Context: an optimization exercise on an open-source flow, tuned for small area. The choices shown serve that exercise and are no tape-out recipe. The RTL was checked by simulation tests, not by an equivalence proof against the original design. Power is estimated from default activity; no workload was simulated.

==> design.v <==
package store_issue_pkg;
  localparam int line_bytes = 128;
  localparam int bank_bytes = 4;
  localparam int bank_count = line_bytes / bank_bytes;
  localparam int lane_bytes = 16;
  localparam int line_addr_w = 30;
  localparam int offset_w = $clog2(line_bytes);
  localparam int bank_w = $clog2(bank_count);
  localparam int size_w = 3;
  localparam int max_size_code = 4;
  typedef logic [line_addr_w-1:0] line_addr_t;
  typedef logic [offset_w-1:0] offset_t;
  typedef logic [size_w-1:0] size_t;
  typedef logic [bank_w-1:0] bank_t;
  typedef logic [bank_bytes-1:0] ben_t;
  typedef logic [lane_bytes*8-1:0] data_t;
  typedef logic [line_bytes-1:0] byte_mask_t;
endpackage
`timescale 1ns/1ps
module store_overlap_check (
  input  store_issue_pkg::line_addr_t req0_line,
  input  store_issue_pkg::offset_t    req0_offset,
  input  store_issue_pkg::size_t      req0_size,
  input  store_issue_pkg::line_addr_t req1_line,
  input  store_issue_pkg::offset_t    req1_offset,
  input  store_issue_pkg::size_t      req1_size,
  output logic                        conflict
);
  store_issue_pkg::byte_mask_t mask0;
  store_issue_pkg::byte_mask_t mask1;
  logic       same_line;
  logic       bytes_shared;
  function automatic store_issue_pkg::byte_mask_t span_mask(store_issue_pkg::offset_t offset, store_issue_pkg::size_t size);
    store_issue_pkg::size_t size_c;
    begin
      size_c = (size > store_issue_pkg::size_t'(store_issue_pkg::max_size_code)) ? store_issue_pkg::size_t'(store_issue_pkg::max_size_code) : size;
      span_mask = store_issue_pkg::byte_mask_t'((1 << (1 << size_c)) - 1) << offset;
    end
  endfunction
  always_comb begin
    mask0 = span_mask(req0_offset, req0_size);
    mask1 = span_mask(req1_offset, req1_size);
  end
  assign same_line = (req0_line == req1_line);
  assign bytes_shared = |(mask0 & mask1);
  assign conflict = same_line && bytes_shared;
endmodule
`timescale 1ns/1ps
module byte_enable_gen (
  input  store_issue_pkg::offset_t offset,
  input  store_issue_pkg::size_t   size,
  output store_issue_pkg::bank_t   bank_begin,
  output store_issue_pkg::bank_t   bank_end,
  output store_issue_pkg::ben_t    ben_begin,
  output store_issue_pkg::ben_t    ben_end
);
  localparam int byte_sel_w = $clog2(store_issue_pkg::bank_bytes);
  store_issue_pkg::size_t                 size_c;
  store_issue_pkg::offset_t               last;
  logic [byte_sel_w-1:0] first_byte;
  logic [byte_sel_w-1:0] last_byte;
  logic                  one_bank;
  assign size_c = (size > store_issue_pkg::size_t'(store_issue_pkg::max_size_code)) ? store_issue_pkg::size_t'(store_issue_pkg::max_size_code) : size;
  assign last = offset + store_issue_pkg::offset_t'((1 << size_c) - 1);
  assign bank_begin = store_issue_pkg::bank_t'(offset >> byte_sel_w);
  assign bank_end = store_issue_pkg::bank_t'(last >> byte_sel_w);
  assign first_byte = offset[byte_sel_w-1:0];
  assign last_byte = last[byte_sel_w-1:0];
  assign one_bank = (bank_begin == bank_end);
  always_comb begin
    for (int j = 0; j < store_issue_pkg::bank_bytes; j++) begin
      ben_begin[j] = (j >= first_byte) && (!one_bank || (j <= last_byte));
      ben_end[j] = (j <= last_byte) && (!one_bank || (j >= first_byte));
    end
  end
endmodule
`timescale 1ns/1ps
module store_data_align (
  input  store_issue_pkg::offset_t offset,
  input  store_issue_pkg::data_t   data_in,
  output store_issue_pkg::data_t   data_out
);
  localparam int lane_sel_w = $clog2(store_issue_pkg::lane_bytes);
  logic [lane_sel_w-1:0] shift;
  assign shift = offset[lane_sel_w-1:0];
  store_issue_pkg::data_t rot1;
  store_issue_pkg::data_t rot2;
  store_issue_pkg::data_t rot3;
  assign rot1 = shift[0] ? {data_in[119:0], data_in[127:120]} : data_in;
  assign rot2 = shift[1] ? {rot1[111:0], rot1[127:112]} : rot1;
  assign rot3 = shift[2] ? {rot2[95:0], rot2[127:96]} : rot2;
  assign data_out = shift[3] ? {rot3[63:0], rot3[127:64]} : rot3;
endmodule
`timescale 1ns/1ps
module store_lane (
  input  logic                        clk,
  input  logic                        rst,
  input  logic                        load,
  input  store_issue_pkg::line_addr_t line_in,
  input  store_issue_pkg::offset_t    offset_in,
  input  store_issue_pkg::size_t      size_in,
  input  store_issue_pkg::data_t      data_in,
  output store_issue_pkg::line_addr_t line,
  output store_issue_pkg::bank_t      bank_begin,
  output store_issue_pkg::bank_t      bank_end,
  output store_issue_pkg::ben_t       ben_begin,
  output store_issue_pkg::ben_t       ben_end,
  output store_issue_pkg::data_t      data
);
  store_issue_pkg::offset_t offset_q;
  store_issue_pkg::size_t   size_q;
  store_issue_pkg::data_t   data_q;
  always_ff @(posedge clk) begin
    if (rst) begin
      line <= '0;
      offset_q <= '0;
      size_q <= '0;
      data_q <= '0;
    end else if (load) begin
      line <= line_in;
      offset_q <= offset_in;
      size_q <= size_in;
      data_q <= data_in;
    end
  end
  byte_enable_gen ben_gen (
    .offset     (offset_q),
    .size       (size_q),
    .bank_begin (bank_begin),
    .bank_end   (bank_end),
    .ben_begin  (ben_begin),
    .ben_end    (ben_end)
  );
  store_data_align data_align (
    .offset   (offset_q),
    .data_in  (data_q),
    .data_out (data)
  );
endmodule
`timescale 1ns/1ps
module store_issue_ctrl (
  input  logic clk,
  input  logic rst,
  input  logic bus_hold,
  input  logic miss_hold,
  input  logic miss_pause,
  input  logic insert_data,
  input  logic req0_en,
  input  logic req1_en,
  input  logic conflict,
  output logic load0,
  output logic load1,
  output logic st0_en,
  output logic st1_en,
  output logic busy
);
  logic hold;
  logic accept;
  logic split;
  logic pending;
  assign hold = bus_hold | miss_hold | miss_pause | insert_data;
  assign accept = !pending && !hold;
  assign load0 = accept && req0_en;
  assign load1 = accept && req1_en;
  assign split = load0 && load1 && conflict;
  always_ff @(posedge clk) begin
    if (rst) begin
      st0_en <= 1'b0;
      st1_en <= 1'b0;
      pending <= 1'b0;
    end else begin
      st0_en <= load0;
      st1_en <= (load1 && !split) || (pending && !hold);
      pending <= split || (pending && hold);
    end
  end
  assign busy = pending;
endmodule
`timescale 1ns/1ps
module store_issue_top (
  input  logic                        clk,
  input  logic                        rst,
  input  logic                        bus_hold,
  input  logic                        miss_hold,
  input  logic                        miss_pause,
  input  logic                        insert_data,
  input  logic                        req0_en,
  input  store_issue_pkg::line_addr_t req0_line,
  input  store_issue_pkg::offset_t    req0_offset,
  input  store_issue_pkg::size_t      req0_size,
  input  store_issue_pkg::data_t      req0_data,
  input  logic                        req1_en,
  input  store_issue_pkg::line_addr_t req1_line,
  input  store_issue_pkg::offset_t    req1_offset,
  input  store_issue_pkg::size_t      req1_size,
  input  store_issue_pkg::data_t      req1_data,
  output logic                        busy,
  output logic                        st0_en,
  output store_issue_pkg::line_addr_t st0_line,
  output store_issue_pkg::bank_t      st0_bank_begin,
  output store_issue_pkg::bank_t      st0_bank_end,
  output store_issue_pkg::ben_t       st0_ben_begin,
  output store_issue_pkg::ben_t       st0_ben_end,
  output store_issue_pkg::data_t      st0_data,
  output logic                        st1_en,
  output store_issue_pkg::line_addr_t st1_line,
  output store_issue_pkg::bank_t      st1_bank_begin,
  output store_issue_pkg::bank_t      st1_bank_end,
  output store_issue_pkg::ben_t       st1_ben_begin,
  output store_issue_pkg::ben_t       st1_ben_end,
  output store_issue_pkg::data_t      st1_data
);
  logic conflict;
  logic load0;
  logic load1;
  store_overlap_check overlap (
    .req0_line   (req0_line),
    .req0_offset (req0_offset),
    .req0_size   (req0_size),
    .req1_line   (req1_line),
    .req1_offset (req1_offset),
    .req1_size   (req1_size),
    .conflict    (conflict)
  );
  store_issue_ctrl ctrl (
    .clk         (clk),
    .rst         (rst),
    .bus_hold    (bus_hold),
    .miss_hold   (miss_hold),
    .miss_pause  (miss_pause),
    .insert_data (insert_data),
    .req0_en     (req0_en),
    .req1_en     (req1_en),
    .conflict    (conflict),
    .load0       (load0),
    .load1       (load1),
    .st0_en      (st0_en),
    .st1_en      (st1_en),
    .busy        (busy)
  );
  store_lane lane0 (
    .clk        (clk),
    .rst        (rst),
    .load       (load0),
    .line_in    (req0_line),
    .offset_in  (req0_offset),
    .size_in    (req0_size),
    .data_in    (req0_data),
    .line       (st0_line),
    .bank_begin (st0_bank_begin),
    .bank_end   (st0_bank_end),
    .ben_begin  (st0_ben_begin),
    .ben_end    (st0_ben_end),
    .data       (st0_data)
  );
  store_lane lane1 (
    .clk        (clk),
    .rst        (rst),
    .load       (load1),
    .line_in    (req1_line),
    .offset_in  (req1_offset),
    .size_in    (req1_size),
    .data_in    (req1_data),
    .line       (st1_line),
    .bank_begin (st1_bank_begin),
    .bank_end   (st1_bank_end),
    .ben_begin  (st1_ben_begin),
    .ben_end    (st1_ben_end),
    .data       (st1_data)
  );
endmodule
==> run.sh <==
#!/bin/bash
# synth_recipe.tcl (not shown) runs the flow's synth.tcl, then flattens the netlist and writes it again
# the make line also repeats each setting of config.mk as NAME=value (left out here)
make -C /OpenROAD-flow-scripts/flow DESIGN_CONFIG=/design/flow/config.mk WORK_HOME=/design/flow/orfs CLKGATE_MAP_FILE= SYNTH_SCRIPT=/design/flow/synth_recipe.tcl finish
==> config.mk <==
export PLATFORM = sky130hd
export DESIGN_NAME = store_issue_top
export DESIGN_NICKNAME = store_issue_top
export VERILOG_FILES = /design/flow/design.v
export SDC_FILE = /design/flow/constraint.sdc
export NUM_CORES = 4
export LEC_CHECK = 0
export CAP_MARGIN = 20
export CORE_MARGIN = 2
export CORE_UTILIZATION = 20
export SLEW_MARGIN = 20
==> constraint.sdc <==
create_clock -name core_clock -period 8.0 [get_ports {clk}]
set_input_delay 1.6000 -clock core_clock [delete_from_list [all_inputs] [get_ports {clk}]]
set_output_delay 1.6000 -clock core_clock [all_outputs]
set_load 0.01 [all_outputs]
==> summary.txt <==
==> synth_stat cells (20+ instances only) <==
master      n
a211oi_1   31
a21oi_1   448
a22oi_1    20
a31oi_1    28
buf_1      61
buf_2      34
clkbuf_1  262
dfxtp_1   339
ha_1       23
inv_1      60
mux4_2    512
nand2_1   800
nand2b_1   20
nand3_1    52
nand4_1    26
nor2_1    142
nor3_1     58
nor4_1     23
o211ai_1   21
o21ai_0   104
o22ai_1    63
xnor2_1    46
==> per-layer routing <==
metal,routed length (um),share of wire,GRT usage
met1,79890,0.38,0.3107
met2,96550,0.46,0.3898
met3,20800,0.10,0.05724
met4,11600,0.056,0.1134
met5,134,0.00064,0
==> final cells by class <==
| class | instances | area [sq um] |
|---|---|---|
| diodes | 20 | 50.05 |
| clock buffers | 62 | 1348 |
| clock inverters | 26 | 397.9 |
| fillers | 17060 | 117100 |
| inverters | 60 | 232.7 |
| multi-input cells | 2752 | 23570 |
| flip-flops and latches | 339 | 6817 |
| well taps | 2086 | 2610 |
| repair buffers | 815 | 7889 |
==> how the worst min path moves through the flow <==
stage / start / to / slack (ns)
after detailed placement: lane1.line[6] / lane1.line[6] / 0.45
after global placement: lane0.line[6] / lane0.line[6] / 0.44
after CTS: lane1.line[6] / lane1.line[6] / 0.45
after global routing: lane1.line[6] / lane1.line[6] / 0.47
after floorplan: lane0.offset_q[4] / lane0.offset_q[4] / 0.45
final: lane1.line[0] / lane1.line[0] / 0.45
==> power groups by stage <==
stage	clock network [mW]	logic [mW]	registers (mW)
after detailed placement	0	1.19	1.79
after CTS	2.46	1.19	1.75
after floorplan	0	0.561	1.76
after global placement	0	1.20	1.79
after global routing	2.52	1.26	1.75
final	2.40	1.22	1.75
==> state kept, by name, indices dropped and copies added (netlist names) <==
| signal | flops |
|---|---|
| lane0.offset_q | 7 |
| lane0.data_q | 128 |
| lane1.data_q | 128 |
| lane1.offset_q | 7 |
| lane1.line | 30 |
| lane0.line | 30 |
| ctrl.st1_en | 1 |
| ctrl.st0_en | 1 |
| ctrl.pending | 1 |
| lane0.size_q | 3 |
| lane1.size_q | 3 |
==> critical path, cell delays in order <==
cell and delay [ns]:
clkdlybuf4s50_1 0.40, buf_4 0.21, or3_1 0.38, ha_1 0.43
or4b_1 0.74, nor2_1 0.36, o221ai_1 0.61, nand3_1 0.16
and4_1 0.25, or4_1 0.47, nor3_1 0.45, nand4_1 0.24
a2111oi_2 0.42, buf_4 0.18, o21ai_1 0.08, a211oi_2 0.22
==> cells by family after synthesis <==
family,Yosys count,synth area share
AND/OR/NAND/NOR,1230,0.1664
AO/OA/AOI/OAI,922,0.1792
multiplexers,520,0.3616
buffers and inverters,442,0.05676
flip-flops,339,0.2113
XOR/XNOR,52,0.01441
adder cells (fa/ha/maj),25,0.01021
other,1,0.0001168
==> per-stage QoR <==
| step | cell area [sq um] | hold WS, ns | util | cells |
|---|---|---|---|---|
| detailed placement | 41100 | 0.4467 | 0.2569 | 6052 |
| global route | 42880 | 0.4740 | 0.2680 | 6145 |
| floorplan | 32130 | 0.4497 | - | 3533 |
| global placement | 41100 | 0.4423 | 0.2569 | 6052 |
| CTS | 42850 | 0.4545 | 0.2678 | 6140 |
| finish | 42920 | 0.4534 | 0.2682 | 6160 |
==> flow_summary.ini <==
[global_route]
gr-total-overflow = 0
antenna_found_initial = 43
grt_pass1_vias = 32950
grt_max_degree = 167
grt_pass1_wl_um = 280000
grt_util_all_layers = 0.2440

[yosys]
syn_inst = 3531
ys_warn_count = 4
synth_edf_count = 0
synth.distinct_cells = 102
yosysTopAreaCellShare = 0.3590
synthArstFlopShare = 0
ys_seq_elements = 339
synth_top_area_cell = mux4_2
yosys-top-cells-area = mux4_2, dfxtp_1, nand2_1, a21oi_1, clkbuf_1
syn_area_per_cell_sq_um = 9.096
netlist_area_sq_mm = 0.03212
ys.flop_type = dfxtp_1
ys_seq_area_frac = 0.2113

[drt]
vias = 35400
drt-pass1-iter-count = 6
wl_um = 209000
post-route-drc-count = 0
drt_iter0_markers = 5151
drtAntennaViolNets = 0
wire_per_inst_um = 33.92
drt-vias-per-instance = 5.747

[die]
pin_count = 699
die_x_um = 404.7
fp.coreArea_sq_mm = 0.1600
rows = 147
die_y_um = 404.7
die-area_sq_mm = 0.1638
initial_core_util = 0.2007

[place]
hpwl_um = 166200
gp_congestion = 1.002
portBuffers = 698
dp_slack_ns = 0.9603

[sta]
fin_skew_ns = 0.04182
period_needed_ns = 6.679
fin_crit_sh = 0.8348
rsz0062_at_grt = no
tightest_slew_ns = 1.330
relSlewSlack = 0.09956
worst_slack_ns = 1.321
finalHoldViolations = 0
drv_slew = 0
fmax_mhz = 149.7
fin_setup_tns_ns = 0
finalSetupViolations = 0

[setup_path]
arrival_ns = 7.22
crit_start = req0_size[0]
r2r_cells = 5
worstSetupEndpointType = flip-flop
crit_path_start_kind = input pin
reg2reg_slack_ns = 5.28
worstPathRequired_ns = 8.54
worstSetupPathType = in2reg
cp-endpoint = ctrl.st1_en
path_max_fanout = 22
r2r_end = lane1.data_q[123]
r2r-start = ctrl.pending

[clocking]
clk_latency_ns = 0.62
numCtsBuffers = 48
tritoncts = built
clock-sinks = 339
post_cts_buffers = 0
cts.path.max_buffers = 3
cts_root_buffer = clkbuf_16
clk_pin_slew_worst_paths_ns = 0.05
hold_buffers = 0
htree_levels = 2
cts_resized = 0

[pwr]
irDropWorstVdd_uv = 128.3
finalPower_mw = 5.366
power.density_mw_per_mm2 = 125.0
p_int_mw = 3.646
power.clock.fraction = 0.447
switchingPower_mw = 1.720
p_seq_frac = 0.326
p_comb_frac = 0.227
p_leak_nw = 12.93
p_sw_frac = 0.3205

[layout]
layout_commonest_cell = nand2_1
final_net_count = 4385
final_cell_mix = nand2_1, clkdlybuf4s50_1, mux4_2
area_growth_pct = 33.62
drive_gt1_frac = 0.1936

[status]
status = timing/DRC/antenna clean

[worst_hold_path]
worstHoldPathCells = 2
hold_path.class = reg2reg

[run]
maxCapViolations = 0

==> port drivers added, routing unchanged <==
Ports are ideal in the flow. The routed layout listed here was re-timed in OpenROAD. Step 1 (the two cells are an assumption about what drives the block):
set clk [get_ports {clk}]
set_driving_cell -lib_cell sky130_fd_sc_hd__clkbuf_16 $clk
set_driving_cell -lib_cell sky130_fd_sc_hd__buf_2 [delete_from_list [all_inputs] $clk]
Step 2 moves the port delays by t, midway between the first and last clock arrival at a register: inputs arrive t later, outputs are due t later. That takes back most of the time a late clock gives input paths. Slacks: no drivers / after step 1 / after step 2; pairs: no drivers / after step 1.
shift t [ns]: 0.679
slack for setup (ns): 1.321 / 1.351 / 0.694
worst hold slack (ns): 0.453 / 0.453 / 0.453
slew at the worst register clock pin (ns): 0.07 / 0.07
worst data-port slew with drivers (ns): 0.18
After both steps setup and hold are still met in this run. For this run, drivers alone change the setup slack by +0.030 ns; drivers and shift together by -0.627 ns.
